Context: an optimization exercise on an open-source flow, tuned for a short achievable clock period and few clock cycles per item. The choices shown serve that exercise and are no tape-out recipe.
In this exercise RTL edits were held to simulation tests only and were not proved equivalent to the original.
No activity file was given, so power comes from the tool's default toggle rates.

==> build 43 <==
==> flow/design.v <==
`default_nettype none
package mem_wb_pkg;
        localparam int DATA_W    = 32;
        localparam int REG_AW    = 5;
        localparam int IMM_W     = 16;
        localparam int RAM_WORDS = 64;
        localparam int RAM_AW    = $clog2(RAM_WORDS);
        localparam int DMEM_WAIT = 2;
        localparam int WAIT_CW   = $clog2(DMEM_WAIT + 1);
        typedef logic [WAIT_CW-1:0] wait_cnt_t;
        localparam wait_cnt_t WAIT_LOAD = wait_cnt_t'(DMEM_WAIT);
        localparam logic [REG_AW-1:0] RA_REG = 5'd31;
        typedef struct packed {
                logic [DATA_W-RAM_AW-3:0] upper;
                logic [RAM_AW-1:0]        word;
                logic [1:0]               offset;
        } dmem_addr_t;
        typedef union packed {
                logic [DATA_W-1:0] raw;
                dmem_addr_t        addr;
        } alu_word_u;
        typedef struct packed {
                logic              RegWr;
                logic              MemtoReg;
                logic              MemRead;
                logic              MemWrite;
                logic              jal;
                logic              RegDst;
                logic              LUI;
                logic              halt;
                logic [DATA_W-1:0] NPC;
                logic [REG_AW-1:0] Rd;
                logic [REG_AW-1:0] Rt;
                alu_word_u         port_o;
                logic [DATA_W-1:0] store_data;
                logic [IMM_W-1:0]  imm;
        } ex_mem_t;
        typedef struct packed {
                logic              RegWr;
                logic              MemtoReg;
                logic              jal;
                logic              RegDst;
                logic              LUI;
                logic              halt;
                logic [DATA_W-1:0] NPC;
                logic [REG_AW-1:0] Rd;
                logic [REG_AW-1:0] Rt;
                alu_word_u         port_o;
                logic [DATA_W-1:0] dmemload;
                logic [IMM_W-1:0]  imm;
        } mem_wb_t;
        typedef struct packed {
                logic              en;
                logic [REG_AW-1:0] addr;
                logic [DATA_W-1:0] data;
        } reg_write_t;
        typedef enum logic [1:0] {
                IDLE,
                ACCESS,
                DONE
        } ctrl_state_e;
endpackage
`default_nettype wire
`default_nettype none
module mem_wb_top (
        input  logic                          CLK,
        input  logic                          nRST,
        input  mem_wb_pkg::ex_mem_t           ex_pkt,
        input  logic                          ihit,
        input  logic [mem_wb_pkg::REG_AW-1:0] rd_sel,
        output logic                          stall,
        output mem_wb_pkg::reg_write_t        rf_wr,
        output logic [mem_wb_pkg::DATA_W-1:0] rd_data,
        output logic                          halt
);
        localparam int DW    = mem_wb_pkg::DATA_W;
        localparam int AW    = mem_wb_pkg::REG_AW;
        localparam int NREG  = 2**AW;
        localparam int WORDS = mem_wb_pkg::RAM_WORDS;
        localparam int MAW   = mem_wb_pkg::RAM_AW;
        logic [AW-1:0]  in_dest;
        logic           in_wen;
        logic           in_ld;
        logic [DW-1:0]  in_val;
        logic [MAW-1:0] in_maddr;
        logic           in_st;
        always_comb begin
                if (ex_pkt.jal) begin
                        in_dest = mem_wb_pkg::RA_REG;
                end else if (ex_pkt.RegDst) begin
                        in_dest = ex_pkt.Rd;
                end else begin
                        in_dest = ex_pkt.Rt;
                end
        end
        always_comb begin
                if (ex_pkt.jal) begin
                        in_val = ex_pkt.NPC;
                end else if (ex_pkt.LUI) begin
                        in_val = {ex_pkt.imm, {(DW - mem_wb_pkg::IMM_W){1'b0}}};
                end else begin
                        in_val = ex_pkt.port_o.raw;
                end
        end
        assign in_wen   = ihit & ex_pkt.RegWr & (in_dest != '0);
        assign in_ld    = ~ex_pkt.jal & ex_pkt.MemtoReg;
        assign in_maddr = ex_pkt.port_o.addr.word;
        assign in_st    = ihit & ex_pkt.MemWrite;
        logic             a_wen;
        logic [WORDS-1:0] a_st_oh;
        logic [AW-1:0]    a_dest;
        logic             a_ld;
        logic [DW-1:0]    a_val;
        logic [MAW-1:0]   a_maddr;
        logic [DW-1:0]    a_sdata;
        logic             halt_r;
        always_ff @(posedge CLK, negedge nRST) begin
                if (!nRST) begin
                        a_wen   <= 1'b0;
                        a_st_oh <= '0;
                        halt_r  <= 1'b0;
                end else begin
                        a_wen <= in_wen;
                        for (int i = 0; i < WORDS; i++) begin
                                a_st_oh[i] <= in_st & (in_maddr == MAW'(i));
                        end
                        halt_r <= halt_r | (ihit & ex_pkt.halt);
                end
        end
        always_ff @(posedge CLK) begin
                a_dest  <= in_dest;
                a_ld    <= in_ld;
                a_val   <= in_val;
                a_maddr <= in_maddr;
                a_sdata <= ex_pkt.store_data;
        end
        logic [DW-1:0] mem [WORDS];
        logic [DW-1:0] a_ldata;
        always_ff @(posedge CLK) begin
                for (int i = 0; i < WORDS; i++) begin
                        if (a_st_oh[i]) begin
                                mem[i] <= a_sdata;
                        end
                end
        end
        assign a_ldata = mem[a_maddr];
        logic            b_en;
        logic [NREG-1:1] b_we_oh;
        logic [AW-1:0]   b_addr;
        logic [DW-1:0]   b_data;
        always_ff @(posedge CLK, negedge nRST) begin
                if (!nRST) begin
                        b_en    <= 1'b0;
                        b_we_oh <= '0;
                end else begin
                        b_en <= a_wen;
                        for (int j = 1; j < NREG; j++) begin
                                b_we_oh[j] <= a_wen & (a_dest == AW'(j));
                        end
                end
        end
        always_ff @(posedge CLK) begin
                b_addr <= a_dest;
                b_data <= a_ld ? a_ldata : a_val;
        end
        assign rf_wr.en   = b_en;
        assign rf_wr.addr = b_addr;
        assign rf_wr.data = b_data;
        logic [DW-1:0] regs [1:NREG-1];
        always_ff @(posedge CLK, negedge nRST) begin
                if (!nRST) begin
                        for (int j = 1; j < NREG; j++) begin
                                regs[j] <= '0;
                        end
                end else begin
                        for (int j = 1; j < NREG; j++) begin
                                if (b_we_oh[j]) begin
                                        regs[j] <= b_data;
                                end
                        end
                end
        end
        logic [NREG-1:1] rd_oh;
        always_comb begin
                for (int j = 1; j < NREG; j++) begin
                        rd_oh[j] = (rd_sel == AW'(j));
                end
        end
        always_comb begin
                rd_data = '0;
                for (int j = 1; j < NREG; j++) begin
                        rd_data = rd_data | ({DW{rd_oh[j]}} & regs[j]);
                end
        end
        assign halt    = halt_r;
        assign stall   = 1'b0;
endmodule
`default_nettype wire
==> flow/flow/run.sh <==
#!/bin/bash
# The standard layout (standard.sh), with one addition: before global
# placement, flow/rdmux.tcl rebuilds the register file read port
# (rd_sel -> rd_data) as a predecoded and-or. ORFS's logs are under orfs/logs;
# make's own output goes to standard.log.
set -euo pipefail
work="$PWD"
bash standard.sh PRE_GLOBAL_PLACE_TCL="$work/flow/rdmux.tcl" finish > "$work/standard.log" 2>&1
==> flow/flow/rdmux.tcl <==
# Rebuild the register file read port (rd_sel -> rd_data) as a shallow
# predecoded and-or: rd_data[b] = OR_j (rd_sel == j) & regs[j][b], j = 1..31.
# Runs before global placement, so port buffering, placement and the resizer
# treat the new cells like any others.

set ::rdm_block [ord::get_db_block]
set ::rdm_db [ord::get_db]
set rdm_block $::rdm_block
set rdm_nbits 32
set rdm_nregs 32

proc rdm_master { name } {
  set m [$::rdm_db findMaster "sky130_fd_sc_hd__$name"]
  if { $m == "NULL" || $m == "" } { error "rdmux: no master $name" }
  return $m
}

proc rdm_drv { net } {
  foreach it [$net getITerms] {
    if { [$it isOutputSignal] } { return $it }
  }
  return ""
}

# the logic cone that drives rd_data, back to flip-flops and ports
set cone [dict create]
set front {}
for { set b 0 } { $b < $rdm_nbits } { incr b } {
  set bt [$rdm_block findBTerm "rd_data\[$b\]"]
  lappend front [$bt getNet]
}
while { [llength $front] > 0 } {
  set net [lindex $front 0]
  set front [lrange $front 1 end]
  set d [rdm_drv $net]
  if { $d == "" } { continue }
  set inst [$d getInst]
  if { [[$inst getMaster] isSequential] } { continue }
  set n [$inst getName]
  if { [dict exists $cone $n] } { continue }
  dict set cone $n $inst
  foreach it [$inst getITerms] {
    if { [$it isInputSignal] && [$it getNet] != "NULL" } {
      lappend front [$it getNet]
    }
  }
}

# every net the cone drives must feed only the cone or rd_data
set ok 1
set cone_nets {}
dict for {n inst} $cone {
  foreach it [$inst getITerms] {
    if { ![$it isOutputSignal] } { continue }
    set net [$it getNet]
    if { $net == "NULL" } { continue }
    lappend cone_nets $net
    foreach l [$net getITerms] {
      if { [$l isInputSignal] && ![dict exists $cone [[$l getInst] getName]] } {
        puts "rdmux: cone net [$net getName] also feeds [[$l getInst] getName]"
        set ok 0
      }
    }
    foreach l [$net getBTerms] {
      if { ![string match "rd_data*" [$l getName]] } {
        puts "rdmux: cone net [$net getName] also drives port [$l getName]"
        set ok 0
      }
    }
  }
}

# register outputs
set qnet [dict create]
foreach inst [$rdm_block getInsts] {
  if { [regexp {^regs\\?\[([0-9]+)\\?\]\\?\[([0-9]+)\\?\]} [$inst getName] -> j b] } {
    if { ![[$inst getMaster] isSequential] } { continue }
    dict set qnet "$j,$b" [[$inst findITerm Q] getNet]
  }
}
for { set j 1 } { $j < $rdm_nregs } { incr j } {
  for { set b 0 } { $b < $rdm_nbits } { incr b } {
    if { ![dict exists $qnet "$j,$b"] } {
      puts "rdmux: no register regs\[$j\]\[$b\]"
      set ok 0
    }
  }
}

if { !$ok } {
  error "rdmux: read port not rebuilt"
}

puts "rdmux: removing [dict size $cone] cells"
set rd_nets {}
for { set b 0 } { $b < $rdm_nbits } { incr b } {
  lappend rd_nets [[$rdm_block findBTerm "rd_data\[$b\]"] getNet]
}
dict for {n inst} $cone { odb::dbInst_destroy $inst }
foreach net $cone_nets {
  if { [lsearch -exact $rd_nets $net] < 0 } { odb::dbNet_destroy $net }
}

# centre of the core, as a start location for new cells
set core [$rdm_block getCoreArea]
set ::cx [expr { ([$core xMin] + [$core xMax]) / 2 }]
set ::cy [expr { ([$core yMin] + [$core yMax]) / 2 }]

set ::rdm_count 0
proc rdm_cell { master pins } {
  # pins: list of pin net pairs
  set name "rdm_[incr ::rdm_count]"
  set inst [odb::dbInst_create $::rdm_block [rdm_master $master] $name]
  foreach {p net} $pins {
    set it [$inst findITerm $p]
    if { $it == "NULL" } { error "rdmux: $master has no pin $p" }
    $it connect $net
  }
  $inst setLocation $::cx $::cy
  $inst setPlacementStatus PLACED
  return $inst
}
proc rdm_net { name } {
  return [odb::dbNet_create $::rdm_block "rdm_$name"]
}

# select literals
for { set k 0 } { $k < 5 } { incr k } {
  set s($k,1) [[$rdm_block findBTerm "rd_sel\[$k\]"] getNet]
  set s($k,0) [rdm_net "sn$k"]
  rdm_cell inv_2 [list A $s($k,1) Y $s($k,0)]
}
# predecode, active low
for { set m 0 } { $m < 4 } { incr m } {
  set pa($m) [rdm_net "pa$m"]
  rdm_cell nand2_2 [list A $s(0,[expr {$m & 1}]) B $s(1,[expr {($m >> 1) & 1}]) Y $pa($m)]
  set pb($m) [rdm_net "pb$m"]
  rdm_cell nand2_2 [list A $s(2,[expr {$m & 1}]) B $s(3,[expr {($m >> 1) & 1}]) Y $pb($m)]
}
# rd_sel[4] == v is low on the complement literal
set pc(0) $s(4,1)
set pc(1) $s(4,0)
# one-hot select lines
for { set j 1 } { $j < $rdm_nregs } { incr j } {
  set dec($j) [rdm_net "dec$j"]
  rdm_cell nor3_2 [list A $pa([expr {$j & 3}]) B $pb([expr {($j >> 2) & 3}]) C $pc([expr {$j >> 4}]) Y $dec($j)]
}
# per bit and-or: 15 a22oi + 1 nand2, 4 nand4, 2 nor2, 1 nand2
for { set b 0 } { $b < $rdm_nbits } { incr b } {
  set l1 {}
  for { set j 1 } { $j < 31 } { incr j 2 } {
    set n [rdm_net "t${b}_$j"]
    rdm_cell a22oi_1 [list A1 $dec($j) A2 [dict get $qnet "$j,$b"] \
      B1 $dec([expr {$j + 1}]) B2 [dict get $qnet "[expr {$j + 1}],$b"] Y $n]
    lappend l1 $n
  }
  set n [rdm_net "t${b}_31"]
  rdm_cell nand2_1 [list A $dec(31) B [dict get $qnet "31,$b"] Y $n]
  lappend l1 $n
  set l2 {}
  for { set g 0 } { $g < 4 } { incr g } {
    set n [rdm_net "u${b}_$g"]
    rdm_cell nand4_1 [list A [lindex $l1 [expr {4 * $g}]] B [lindex $l1 [expr {4 * $g + 1}]] \
      C [lindex $l1 [expr {4 * $g + 2}]] D [lindex $l1 [expr {4 * $g + 3}]] Y $n]
    lappend l2 $n
  }
  set l3 {}
  for { set g 0 } { $g < 2 } { incr g } {
    set n [rdm_net "v${b}_$g"]
    rdm_cell nor2_1 [list A [lindex $l2 [expr {2 * $g}]] B [lindex $l2 [expr {2 * $g + 1}]] Y $n]
    lappend l3 $n
  }
  rdm_cell nand2_2 [list A [lindex $l3 0] B [lindex $l3 1] Y [lindex $rd_nets $b]]
}
puts "rdmux: added $::rdm_count cells"
global_connect
==> flow/standard.sh <==
#!/bin/bash
# synth_recipe.tcl (not shown) runs the flow's synth.tcl, then flattens the netlist and writes it again
# the make line also repeats each setting of config.mk as NAME=value (left out here)
make -C /OpenROAD-flow-scripts/flow DESIGN_CONFIG=/design/flow/config.mk WORK_HOME=/design/flow/orfs CLKGATE_MAP_FILE= SYNTH_SCRIPT=/design/flow/synth_recipe.tcl "${@:-finish}"
==> flow/config.mk <==
export PLATFORM = sky130hd
export DESIGN_NAME = mem_wb_top
export DESIGN_NICKNAME = mem_wb_top
export VERILOG_FILES = /design/flow/design.v
export SDC_FILE = /design/flow/constraint.sdc
export NUM_CORES = 4
export LEC_CHECK = 0
export ABC_CLOCK_PERIOD_IN_PS = 3500
export CAP_MARGIN = 20
export CORE_MARGIN = 2
export CORE_UTILIZATION = 40
export SETUP_SLACK_MARGIN = 3.5
export SLEW_MARGIN = 20
export SYNTH_MEMORY_MAX_BITS = 16384
==> flow/constraint.sdc <==
create_clock -name core_clock -period 7.0 [get_ports {CLK}]
set_input_delay 1.4000 -clock core_clock [delete_from_list [all_inputs] [get_ports {CLK}]]
set_output_delay 1.4000 -clock core_clock [all_outputs]
set_load 0.01 [all_outputs]
==> inputs of trial 83, as changes to build 43 <==
==> flow/flow/run.sh (replaced) <==
#!/bin/bash
# The standard layout (standard.sh), with two additions: before global
# placement, flow/rdmux.tcl rebuilds the register file read port
# (rd_sel -> rd_data) as a predecoded and-or, and global placement weights
# timing-critical nets more. ORFS's logs are under orfs/logs; make's own
# output goes to standard.log.
set -euo pipefail
work="$PWD"
bash standard.sh PRE_GLOBAL_PLACE_TCL="$work/flow/rdmux.tcl" \
  GLOBAL_PLACEMENT_ARGS="-timing_driven_net_weight_max 8 -timing_driven_nets_percentage 20" \
  finish > "$work/standard.log" 2>&1
--- a/flow/flow/rdmux.tcl
+++ b/flow/flow/rdmux.tcl
@@ -130,44 +130,48 @@
   set s($k,0) [rdm_net "sn$k"]
   rdm_cell inv_2 [list A $s($k,1) Y $s($k,0)]
 }
-# predecode, active low
+# predecode, active low: rd_sel[1:0] (4 lines) and rd_sel[4:2] (8 lines)
 for { set m 0 } { $m < 4 } { incr m } {
   set pa($m) [rdm_net "pa$m"]
-  rdm_cell nand2_2 [list A $s(0,[expr {$m & 1}]) B $s(1,[expr {($m >> 1) & 1}]) Y $pa($m)]
+  rdm_cell nand2_4 [list A $s(0,[expr {$m & 1}]) B $s(1,[expr {($m >> 1) & 1}]) Y $pa($m)]
+}
+for { set m 0 } { $m < 8 } { incr m } {
   set pb($m) [rdm_net "pb$m"]
-  rdm_cell nand2_2 [list A $s(2,[expr {$m & 1}]) B $s(3,[expr {($m >> 1) & 1}]) Y $pb($m)]
+  rdm_cell nand3_4 [list A $s(2,[expr {$m & 1}]) B $s(3,[expr {($m >> 1) & 1}]) \
+    C $s(4,[expr {($m >> 2) & 1}]) Y $pb($m)]
 }
-# rd_sel[4] == v is low on the complement literal
-set pc(0) $s(4,1)
-set pc(1) $s(4,0)
-# one-hot select lines
-for { set j 1 } { $j < $rdm_nregs } { incr j } {
-  set dec($j) [rdm_net "dec$j"]
-  rdm_cell nor3_2 [list A $pa([expr {$j & 3}]) B $pb([expr {($j >> 2) & 3}]) C $pc([expr {$j >> 4}]) Y $dec($j)]
+# one-hot select lines, one set for each group of bits
+set rdm_groups 2
+for { set g 0 } { $g < $rdm_groups } { incr g } {
+  for { set j 1 } { $j < $rdm_nregs } { incr j } {
+    set dec($g,$j) [rdm_net "dec${g}_$j"]
+    rdm_cell nor2_4 [list A $pa([expr {$j & 3}]) B $pb([expr {$j >> 2}]) Y $dec($g,$j)]
+  }
 }
 # per bit and-or: 15 a22oi + 1 nand2, 4 nand4, 2 nor2, 1 nand2
 for { set b 0 } { $b < $rdm_nbits } { incr b } {
+  set g [expr {$b * $rdm_groups / $rdm_nbits}]
   set l1 {}
   for { set j 1 } { $j < 31 } { incr j 2 } {
     set n [rdm_net "t${b}_$j"]
-    rdm_cell a22oi_1 [list A1 $dec($j) A2 [dict get $qnet "$j,$b"] \
-      B1 $dec([expr {$j + 1}]) B2 [dict get $qnet "[expr {$j + 1}],$b"] Y $n]
+    rdm_cell a22oi_2 [list A1 $dec($g,$j) A2 [dict get $qnet "$j,$b"] \
+      B1 $dec($g,[expr {$j + 1}]) B2 [dict get $qnet "[expr {$j + 1}],$b"] Y $n]
     lappend l1 $n
   }
   set n [rdm_net "t${b}_31"]
-  rdm_cell nand2_1 [list A $dec(31) B [dict get $qnet "31,$b"] Y $n]
+  rdm_cell nand2_2 [list A $dec($g,31) B [dict get $qnet "31,$b"] Y $n]
   lappend l1 $n
   set l2 {}
-  for { set g 0 } { $g < 4 } { incr g } {
-    set n [rdm_net "u${b}_$g"]
-    rdm_cell nand4_1 [list A [lindex $l1 [expr {4 * $g}]] B [lindex $l1 [expr {4 * $g + 1}]] \
-      C [lindex $l1 [expr {4 * $g + 2}]] D [lindex $l1 [expr {4 * $g + 3}]] Y $n]
+  for { set h 0 } { $h < 4 } { incr h } {
+    set n [rdm_net "u${b}_$h"]
+    rdm_cell nand4_2 [list A [lindex $l1 [expr {4 * $h}]] B [lindex $l1 [expr {4 * $h + 1}]] \
+      C [lindex $l1 [expr {4 * $h + 2}]] D [lindex $l1 [expr {4 * $h + 3}]] Y $n]
     lappend l2 $n
   }
   set l3 {}
-  for { set g 0 } { $g < 2 } { incr g } {
-    set n [rdm_net "v${b}_$g"]
-    rdm_cell nor2_1 [list A [lindex $l2 [expr {2 * $g}]] B [lindex $l2 [expr {2 * $g + 1}]] Y $n]
+  for { set h 0 } { $h < 2 } { incr h } {
+    set n [rdm_net "v${b}_$h"]
+    rdm_cell nor2_2 [list A [lindex $l2 [expr {2 * $h}]] B [lindex $l2 [expr {2 * $h + 1}]] Y $n]
     lappend l3 $n
   }
   rdm_cell nand2_2 [list A [lindex $l3 0] B [lindex $l3 1] Y [lindex $rd_nets $b]]
Settings changed: CORE_UTILIZATION 40 to 50.
==> results.txt <==
Of build 43 and trial 83, build 43 has the higher first-iteration DRC count (gap 5.1%, measured against trial 83). Hold slack: trial 83 is worse than build 43 (0.025 ns). Clock skew: trial 83 is lower than build 43 (0.063 ns). Setup slack: trial 83 is better than build 43 (0.16 ns). In area after synthesis, trial 83 and build 43 do not differ. In trial 83 the cell count is smaller than in build 43, by about 7%. Trial 83 produced a clean layout. Build 43 ran to the end with no violations. Of build 43 and trial 83, build 43 has the higher die area (gap 25%, measured against trial 83).
==> figures <==
Clock network contribution to total cell area: trial 83 7.43%; build 43 7.70%
Switching power: trial 83 0.0102 W; build 43 0.0103 W
GRT Overall Usage: trial 83 41.3%; build 43 32.4%
Critical Path Start: trial 83 rd_sel[1]; build 43 rd_sel[2]
Crit path time final: trial 83 4.46 ns; build 43 4.62 ns
Worst reg2reg startpoint: trial 83 a_maddr[5]; build 43 a_maddr[3]
Post-DR vias/cell: trial 83 7.14; build 43 6.65
Resized Gates After CTS: trial 83 472; build 43 685
Wire per inst: trial 83 44.5 um; build 43 41.4 um
Site Rows: trial 83 182; build 43 204
TritonCTS buffer count: trial 83 349; build 43 345
Initial antenna violation count: trial 83 46; build 43 56
Run status: trial 83 finished clean; build 43 finished clean
Number of clock-tree buffers in the layout: trial 83 505; build 43 490
Count of multi-input gates: trial 83 3800; build 43 3762
Starting utilization of the core area: trial 83 50.3%; build 43 40.1%
Testbench counts of build 43, summed over its fixed seeds: cycles 16,064, items 16,032.
Testbench counts of trial 83, summed over its fixed seeds: cycles 16,064, items 16,032.

-- afterwards: timing with drivers on the ports --
In the flow no input, the clock included, has a driving cell. The finished layouts below were timed again as built, in two steps. Step 1, drivers: a clkbuf_16 drives CLK and a buf_2 each remaining input, both assumed. Step 2 also shifts input and output timing later by t, the mid clock arrival at the registers, as if the neighbouring blocks saw the same clock. Three values: ideal ports, drivers, drivers and shift; two values: the first two.
run | shift t [ns] | slack for setup (ns) | worst setup path after step 2 | worst slew at a driven data input, ns
build 43 | 1.020 | 2.380 / 2.312 / 2.312 | input to output | 0.16
trial 83 | 1.058 | 2.539 / 2.459 / 2.459 | input to output | 0.16
After both steps setup and hold are still met in every run listed. The setup slack of trial 83, which loses most, moves by -0.080 ns with the drivers and by -0.080 ns with both steps.
